Context: an optimization exercise on an open-source flow, tuned for small area. The choices shown serve that exercise and are no tape-out recipe. RTL that was checked went through simulation tests only; none was proved equivalent to the original. No driver is modelled on the clock port, so clocking that relies on it looks cheaper here than on a real chip.

==> inputs of 05-02 <==
Design periph_top, start of the top module:
module periph_top (
   input  logic                  clock,
   input  logic                  reset,
   input  periph_pkg::bus_addr_t addr,
   input  periph_pkg::bus_data_t wdata,
   input  logic                  readmem,
   input  logic                  writemem,
   input  logic                  readio,
   input  logic                  writeio,
   input  logic                  inta,
   input  periph_pkg::irq_vec_t  irq_lines,
   output periph_pkg::bus_data_t rdata,
   output logic                  intr,
   output periph_pkg::sel_vec_t  sel,
   output logic                  bootstrap
);
==> module shadow_ram, before the edit <==
module shadow_ram (
   input  logic                  clock,
   input  periph_pkg::ram_addr_t addr,
   input  periph_pkg::bus_data_t wdata,
   input  logic                  select,
   input  logic                  read,
   input  logic                  write,
   input  logic                  bootstrap,    
   output periph_pkg::bus_data_t rbyte      
);
   localparam int DEPTH = periph_pkg::RAM_DEPTH;
   logic               phase;           
   logic [8*DEPTH-1:0] store;           
   logic [8*DEPTH-1:0] store_d;
   logic [31:0]        row_hit;         
   logic [31:0]        col_hit;         
   logic [DEPTH-1:0]   word_sel;        
   logic [DEPTH-1:0]   word_nsel;
   logic [7:0]         raw;             
   logic [7:0]         wbit;            
   logic               rd_en;
   logic               wr_en;
   assign rd_en = select && read && !bootstrap;
   assign wr_en = select && write;
   always_ff @(posedge clock) begin
      phase <= ~phase;
   end
   always_comb begin
      for (int r = 0; r < 32; r++) row_hit[r] = (addr[9:5] == 5'(r));
      for (int c = 0; c < 32; c++) col_hit[c] = (addr[4:0] == 5'(c));
   end
   for (genvar w = 0; w < DEPTH; w++) begin : g_dec
      ram_nand2 u_nsel (.a(row_hit[w / 32]), .b(col_hit[w % 32]), .y(word_nsel[w]));
      ram_inv   u_sel  (.a(word_nsel[w]), .y(word_sel[w]));
   end
   for (genvar b = 0; b < 8; b++) begin : g_rd
      logic [511:0] l0;    
      logic [127:0] l1;    
      logic [31:0]  l2;    
      logic [7:0]   l3;    
      logic [1:0]   l4;    
      for (genvar i = 0; i < 512; i++) begin : g_l0
         ram_oa22i u_g (.a1(store[16*i+b]),   .a2(word_nsel[2*i]),
                        .b1(store[16*i+8+b]), .b2(word_nsel[2*i+1]), .y(l0[i]));
      end
      for (genvar i = 0; i < 128; i++) begin : g_l1
         ram_nor4 u_g (.a(l0[4*i]), .b(l0[4*i+1]), .c(l0[4*i+2]), .d(l0[4*i+3]), .y(l1[i]));
      end
      for (genvar i = 0; i < 32; i++) begin : g_l2
         ram_nand4 u_g (.a(l1[4*i]), .b(l1[4*i+1]), .c(l1[4*i+2]), .d(l1[4*i+3]), .y(l2[i]));
      end
      for (genvar i = 0; i < 8; i++) begin : g_l3
         ram_nor4 u_g (.a(l2[4*i]), .b(l2[4*i+1]), .c(l2[4*i+2]), .d(l2[4*i+3]), .y(l3[i]));
      end
      for (genvar i = 0; i < 2; i++) begin : g_l4
         ram_nand4 u_g (.a(l3[4*i]), .b(l3[4*i+1]), .c(l3[4*i+2]), .d(l3[4*i+3]), .y(l4[i]));
      end
      ram_nor2 u_raw (.a(l4[0]), .b(l4[1]), .y(raw[b]));
   end
   assign wbit = wr_en ? (wdata ^ {8{phase}}) : raw;
   for (genvar w = 0; w < DEPTH; w++) begin : g_word
      for (genvar b = 0; b < 8; b++) begin : g_bit
         ram_oa22i u_hold (.a1(store[8*w+b]), .a2(word_sel[w]),
                           .b1(word_nsel[w]), .b2(wbit[b]), .y(store_d[8*w+b]));
      end
   end
   always_ff @(posedge clock) begin
      store <= store_d;
   end
   assign rbyte = rd_en ? (raw ^ {8{phase}}) : '0;
endmodule
==> module ram_nand4, before the edit <==
module ram_nand4 (
   input  logic a,
   input  logic b,
   input  logic c,
   input  logic d,
   output logic y
);
   assign y = ~(a & b & c & d);
endmodule
==> module ram_nor4, before the edit <==
module ram_nor4 (
   input  logic a,
   input  logic b,
   input  logic c,
   input  logic d,
   output logic y
);
   assign y = ~(a | b | c | d);
endmodule
clock: 10.0 ns
lec_check: 0
cap_margin: 10
core_margin: 2
core_utilization: 50
place_density: 0.6
slew_margin: 10
synth_hierarchical: 1
synth_minimum_keep_size: 0
standard.sh (not shown) runs the stock make flow with config.mk's settings and CLKGATE_MAP_FILE= SYNTH_SCRIPT=/design/flow/synth_recipe.tcl, a recipe that flattens the netlist after the stock synthesis.
==> flow/flow/run.sh <==
#!/bin/bash
# Layout flow: the standard ORFS flow (standard.sh) with these changes:
# - synthesis: ABC is told of a light output load, so that it maps to the
#   smallest cells (registers are not touched; timing repair upsizes later);
# - clock tree: small leaf buffers, no dummy loads, slow leaves upsized after
#   CTS, then oversized signal cells shrunk (post_cts.tcl, downsize.tcl);
# - small port buffers.
# Runs in the work folder; the make output goes to flow_make.log there, and
# ORFS keeps each step's own log under orfs/logs.
set -euo pipefail
cd "$(dirname "$0")/.."
here=$(pwd)

cts_args="-sink_clustering_enable -repair_clock_nets -dont_use_dummy_load"
cts_args+=" -sink_clustering_size 10 -sink_clustering_max_diameter 50"
cts_args+=" -buf_list sky130_fd_sc_hd__clkbuf_4"

bash standard.sh \
  "CTS_ARGS=${cts_args}" \
  "POST_CTS_TCL=${here}/flow/post_cts.tcl" \
  "ABC_LOAD_IN_FF=1" \
  "BUFFER_PORTS_ARGS=-buffer_cell sky130_fd_sc_hd__buf_1" \
  finish > flow_make.log 2>&1
==> flow/flow/downsize.tcl <==
# Greedy downsizing after clock tree synthesis: timing-driven placement and
# repair leave many buffers and gates larger than they need to be. Each
# signal cell (largest first) takes the smallest size of its own function
# that keeps every pin it touches under 80% of the slew limit and the setup
# slack above a margin (1.3 ns: the routed slack comes out up to about
# 0.9 ns below the placement estimate). Clock tree cells and registers are
# left alone.
proc ds_pin_slew {pin} {
  set s 0.0
  foreach e {rise fall} {
    set v [get_property $pin slew_max_$e]
    if {$v > $s} { set s $v }
  }
  return $s
}
proc ds_ok {inst slew_lim} {
  foreach out [get_pins -of_objects $inst -filter "direction==output"] {
    foreach p [get_pins -of_objects [get_nets -of_objects $out]] {
      if {[ds_pin_slew $p] > $slew_lim} { return 0 }
    }
  }
  foreach p [get_pins -of_objects $inst -filter "direction==input"] {
    if {[ds_pin_slew $p] > $slew_lim} { return 0 }
  }
  return 1
}
# sizes of each function in the library, smallest first
set ds_family [dict create]
foreach cell [get_lib_cells */sky130_fd_sc_hd__*] {
  set n [get_name $cell]
  if {![regexp {^(sky130_fd_sc_hd__[a-z0-9]+)_([0-9]+)$} $n -> base size]} { continue }
  if {[string match "*lpflow*" $n] || [string match "*probe*" $n]} { continue }
  dict lappend ds_family $base [list $size $n [get_property $cell area]]
}
set slew_lim [expr {1.5 * 0.8}]
set wns_min 1.3e-9
set changed 0
set a0 [rsz::design_area]
set work {}
foreach inst [get_cells -hierarchical *] {
  set ref [get_property $inst ref_name]
  if {![regexp {^(sky130_fd_sc_hd__[a-z0-9]+)_([0-9]+)$} $ref -> base size]} { continue }
  if {[string match "sky130_fd_sc_hd__df*" $ref] || [string match "sky130_fd_sc_hd__clk*" $ref]} { continue }
  if {![dict exists $ds_family $base]} { continue }
  set smaller {}
  foreach e [lsort -index 2 -real -decreasing [dict get $ds_family $base]] {
    if {[lindex $e 2] < [get_property [get_lib_cells */$ref] area] - 0.01} { lappend smaller [lindex $e 1] }
  }
  if {[llength $smaller]} { lappend work [list $inst $ref $smaller] }
}
foreach w $work {
  lassign $w inst ref smaller
  set name [get_full_name $inst]
  set best $ref
  foreach try $smaller {
    replace_cell $name $try
    if {[ds_ok $inst $slew_lim] && [sta::worst_slack_cmd max] > $wns_min} {
      set best $try
    } else {
      break
    }
  }
  if {$best ne [get_property $inst ref_name]} { replace_cell $name $best }
  if {$best ne $ref} { incr changed }
}
puts "downsize: resized $changed of [llength $work] cells, area [format %.1f [expr {([rsz::design_area] - $a0) * 1e12}]] um2"
==> flow/flow/post_cts.tcl <==
estimate_parasitics -placement
set upsized 0
set seen [dict create]
foreach pin [all_registers -clock_pins -edge_triggered] {
  set slew 0.0
  foreach edge {rise fall} {
    foreach analysis {min max} {
      set v [get_property $pin slew_${analysis}_$edge]
      if {$v > $slew} { set slew $v }
    }
  }
  if {$slew <= 0.110} { continue }
  foreach drv [get_pins -of_objects [get_nets -of_objects $pin] -filter "direction==output"] {
    set inst [get_cells -of_objects $drv]
    set name [get_full_name $inst]
    if {[dict exists $seen $name]} { continue }
    dict set seen $name 1
    if {[get_property $inst ref_name] eq "sky130_fd_sc_hd__clkbuf_4"} {
      replace_cell $name sky130_fd_sc_hd__clkbuf_8
      incr upsized
    }
  }
}
puts "post_cts: upsized $upsized clock leaf buffers"
if {$upsized > 0} {
  detailed_placement
  check_placement
  estimate_parasitics -placement
}

# then shrink the signal cells that placement and repair left oversized
source [file join [file dirname [info script]] downsize.tcl]
repair_design -slew_margin 10 -cap_margin 10
detailed_placement
check_placement
==> 12-12 (differences from 05-02) <==
--- a/flow/design.v
+++ b/flow/design.v
@@ -305,14 +305,14 @@
       end
       for (genvar i = 0; i < 128; i++) begin : g_l1
-         ram_nor4 u_g (.a(l0[4*i]), .b(l0[4*i+1]), .c(l0[4*i+2]), .d(l0[4*i+3]), .y(l1[i]));
+         ram_or4 u_g (.a(l0[4*i]), .b(l0[4*i+1]), .c(l0[4*i+2]), .d(l0[4*i+3]), .y(l1[i]));
       end
       for (genvar i = 0; i < 32; i++) begin : g_l2
-         ram_nand4 u_g (.a(l1[4*i]), .b(l1[4*i+1]), .c(l1[4*i+2]), .d(l1[4*i+3]), .y(l2[i]));
+         ram_or4 u_g (.a(l1[4*i]), .b(l1[4*i+1]), .c(l1[4*i+2]), .d(l1[4*i+3]), .y(l2[i]));
       end
       for (genvar i = 0; i < 8; i++) begin : g_l3
-         ram_nor4 u_g (.a(l2[4*i]), .b(l2[4*i+1]), .c(l2[4*i+2]), .d(l2[4*i+3]), .y(l3[i]));
+         ram_or4 u_g (.a(l2[4*i]), .b(l2[4*i+1]), .c(l2[4*i+2]), .d(l2[4*i+3]), .y(l3[i]));
       end
       for (genvar i = 0; i < 2; i++) begin : g_l4
-         ram_nand4 u_g (.a(l3[4*i]), .b(l3[4*i+1]), .c(l3[4*i+2]), .d(l3[4*i+3]), .y(l4[i]));
+         ram_or4 u_g (.a(l3[4*i]), .b(l3[4*i+1]), .c(l3[4*i+2]), .d(l3[4*i+3]), .y(l4[i]));
       end
       ram_nor2 u_raw (.a(l4[0]), .b(l4[1]), .y(raw[b]));
@@ -359,5 +359,5 @@
    assign y = ~(a | b);
 endmodule
-module ram_nand4 (
+module ram_or4 (
    input  logic a,
    input  logic b,
@@ -366,14 +366,5 @@
    output logic y
 );
-   assign y = ~(a & b & c & d);
-endmodule
-module ram_nor4 (
-   input  logic a,
-   input  logic b,
-   input  logic c,
-   input  logic d,
-   output logic y
-);
-   assign y = ~(a | b | c | d);
+   assign y = a | b | c | d;
 endmodule
 `timescale 1ns/1ps
--- a/flow/flow/run.sh
+++ b/flow/flow/run.sh
@@ -1,6 +1,4 @@
 #!/bin/bash
 # Layout flow: the standard ORFS flow (standard.sh) with these changes:
-# - synthesis: ABC is told of a light output load, so that it maps to the
-#   smallest cells (registers are not touched; timing repair upsizes later);
 # - clock tree: small leaf buffers, no dummy loads, slow leaves upsized after
 #   CTS, then oversized signal cells shrunk (post_cts.tcl, downsize.tcl);
@@ -19,5 +17,4 @@
   "CTS_ARGS=${cts_args}" \
   "POST_CTS_TCL=${here}/flow/post_cts.tcl" \
-  "ABC_LOAD_IN_FF=1" \
   "BUFFER_PORTS_ARGS=-buffer_cell sky130_fd_sc_hd__buf_1" \
   finish > flow_make.log 2>&1
==> flow/flow/downsize.tcl (replaced) <==
# Greedy downsizing after clock tree synthesis: timing-driven placement and
# repair leave many buffers and gates larger than they need to be. Each
# signal cell with setup slack to spare (largest first) is stepped down to
# smaller sizes of its own function while, with the parasitics estimated
# again after each step, every pin it touches stays under 80% of the slew
# limit and the setup slack stays above a margin (the routed slack comes out
# about 1 ns below this placement estimate). Clock tree cells and registers
# are left alone. A fixed number of tries bounds the run (and keeps it
# repeatable).
proc ds_pin_slew {pin} {
  set s 0.0
  foreach e {rise fall} {
    set v [get_property $pin slew_max_$e]
    if {$v > $s} { set s $v }
  }
  return $s
}
proc ds_ok {inst slew_lim slack_min} {
  if {[sta::worst_slack_cmd max] < $slack_min * 1e-9} { return 0 }
  foreach out [get_pins -of_objects $inst -filter "direction==output"] {
    if {[get_property $out slack_max] < $slack_min} { return 0 }
    foreach p [get_pins -of_objects [get_nets -of_objects $out]] {
      if {[ds_pin_slew $p] > $slew_lim} { return 0 }
    }
  }
  foreach p [get_pins -of_objects $inst -filter "direction==input"] {
    if {[ds_pin_slew $p] > $slew_lim} { return 0 }
  }
  return 1
}
set slew_lim [expr {1.5 * 0.8}]
set slack_min 1.3
set max_tries 1100
set t_start [clock seconds]

# sizes of each function in the library
set ds_family [dict create]
foreach cell [get_lib_cells */sky130_fd_sc_hd__*] {
  set n [get_name $cell]
  if {![regexp {^(sky130_fd_sc_hd__[a-z0-9]+)_([0-9]+)$} $n -> base size]} { continue }
  if {[string match "*lpflow*" $n] || [string match "*probe*" $n]} { continue }
  dict lappend ds_family $base [list $n [get_property $cell area]]
}

estimate_parasitics -placement
set a0 [rsz::design_area]
set work {}
foreach inst [get_cells -hierarchical *] {
  set ref [get_property $inst ref_name]
  if {![regexp {^(sky130_fd_sc_hd__[a-z0-9]+)_([0-9]+)$} $ref -> base size]} { continue }
  if {[string match "sky130_fd_sc_hd__df*" $ref] || [string match "sky130_fd_sc_hd__clk*" $ref]} { continue }
  if {![dict exists $ds_family $base]} { continue }
  set area [get_property [get_lib_cells */$ref] area]
  set smaller {}
  foreach e [lsort -index 1 -real -decreasing [dict get $ds_family $base]] {
    if {[lindex $e 1] < $area - 0.01} { lappend smaller [lindex $e 0] }
  }
  if {![llength $smaller]} { continue }
  set slack 1e9
  foreach out [get_pins -of_objects $inst -filter "direction==output"] {
    set s [get_property $out slack_max]
    if {$s < $slack} { set slack $s }
  }
  if {$slack < $slack_min + 0.2} { continue }
  lappend work [list [get_full_name $inst] $ref $smaller $area]
}
set changed 0
set tries 0
foreach w [lsort -index 3 -real -decreasing $work] {
  if {$tries >= $max_tries} { break }
  lassign $w name ref smaller
  set inst [get_cells $name]
  set room 1
  foreach out [get_pins -of_objects $inst -filter "direction==output"] {
    if {[get_property $out slack_max] < $slack_min + 0.15} { set room 0 }
  }
  if {!$room} { continue }
  set best $ref
  foreach try $smaller {
    replace_cell $name $try
    estimate_parasitics -placement
    incr tries
    if {[ds_ok $inst $slew_lim $slack_min]} {
      set best $try
    } else {
      break
    }
  }
  if {$best ne [get_property $inst ref_name]} {
    replace_cell $name $best
    estimate_parasitics -placement
  }
  if {$best ne $ref} { incr changed }
}
puts "downsize: resized $changed of [llength $work] cells in $tries tries, [expr {[clock seconds] - $t_start}] s, area [format %.1f [expr {([rsz::design_area] - $a0) * 1e12}]] um2, worst slack [format %.3f [expr {[sta::worst_slack_cmd max] * 1e9}]] ns"
--- a/flow/flow/post_cts.tcl
+++ b/flow/flow/post_cts.tcl
@@ -31,4 +31,6 @@
 # then shrink the signal cells that placement and repair left oversized
 source [file join [file dirname [info script]] downsize.tcl]
+# any capacitance limit the smaller drivers now miss is repaired here
+estimate_parasitics -placement
 repair_design -slew_margin 10 -cap_margin 10
 detailed_placement
==> flow_summary.toml <==
[status]
tool.error = "[ERROR EST-0104] inconsistent parasitics state"
status = "did not finish"
stop_stage = "clock tree synthesis (4_1_cts)"

[synth]
synth_top_cell_area_share = 0.630
avgSynthCellArea_um2 = 10.7
synth-simple-area-share = 0.0522
synth_mux_area_frac = 0.00290
yosys-top-cells-area = "dfxtp_1, o22ai_1, nor4_1"

[placement]
place_area_mm2 = 0.280
(the above is from 05-02)
==> flow_summary.toml <==
[synth]
synth_mux_area_frac = 0.00290
synth-simple-area-share = 0.0584
avgSynthCellArea_um2 = 10.8
synth_top_cell_area_share = 0.626

[placement]
place_area_mm2 = 0.280

[die]
die_h_um = 733

[run]
maxCapViolations = 0

[timing]
fin_hold_ws_ns = 0.305

[status]
status = "no timing/DRC/antenna violations"

[power]
clk-power_mw = 14.9

[finish]
multi_input_area_share = 0.335
nFillCells = 48200

[critical_path]
r2r_end = "u_ram.store[954]"
(the above is from 12-12)
The RTL of 05-02 was laid out without a check of its function.

[separate check: timing with driven ports]
Ports are ideal in the flow. The routed layout listed here was re-timed in OpenROAD. Step 1, drivers: a clkbuf_16 drives clock and a buf_2 each remaining input, both assumed. Step 2 adds t to the input delays and takes it off the output delays; t is the mean of the earliest and latest rising clock arrival at the registers after step 1. Input paths then give back, and output paths get back, about the clock's delay inside the block. a / b / c = ideal ports / drivers / drivers and shift; a / b = the first two.
run: 12-12
shift t [ns]: 1.932
setup slack, ns: 0.842 / 0.925 / -1.007
worst register clock-pin slew, ns: 0.12 / 0.12
With both steps, setup timing fails in 12-12, where it was met with ideal ports. For 12-12, drivers alone change the setup slack by +0.083 ns; drivers and shift together by -1.849 ns.
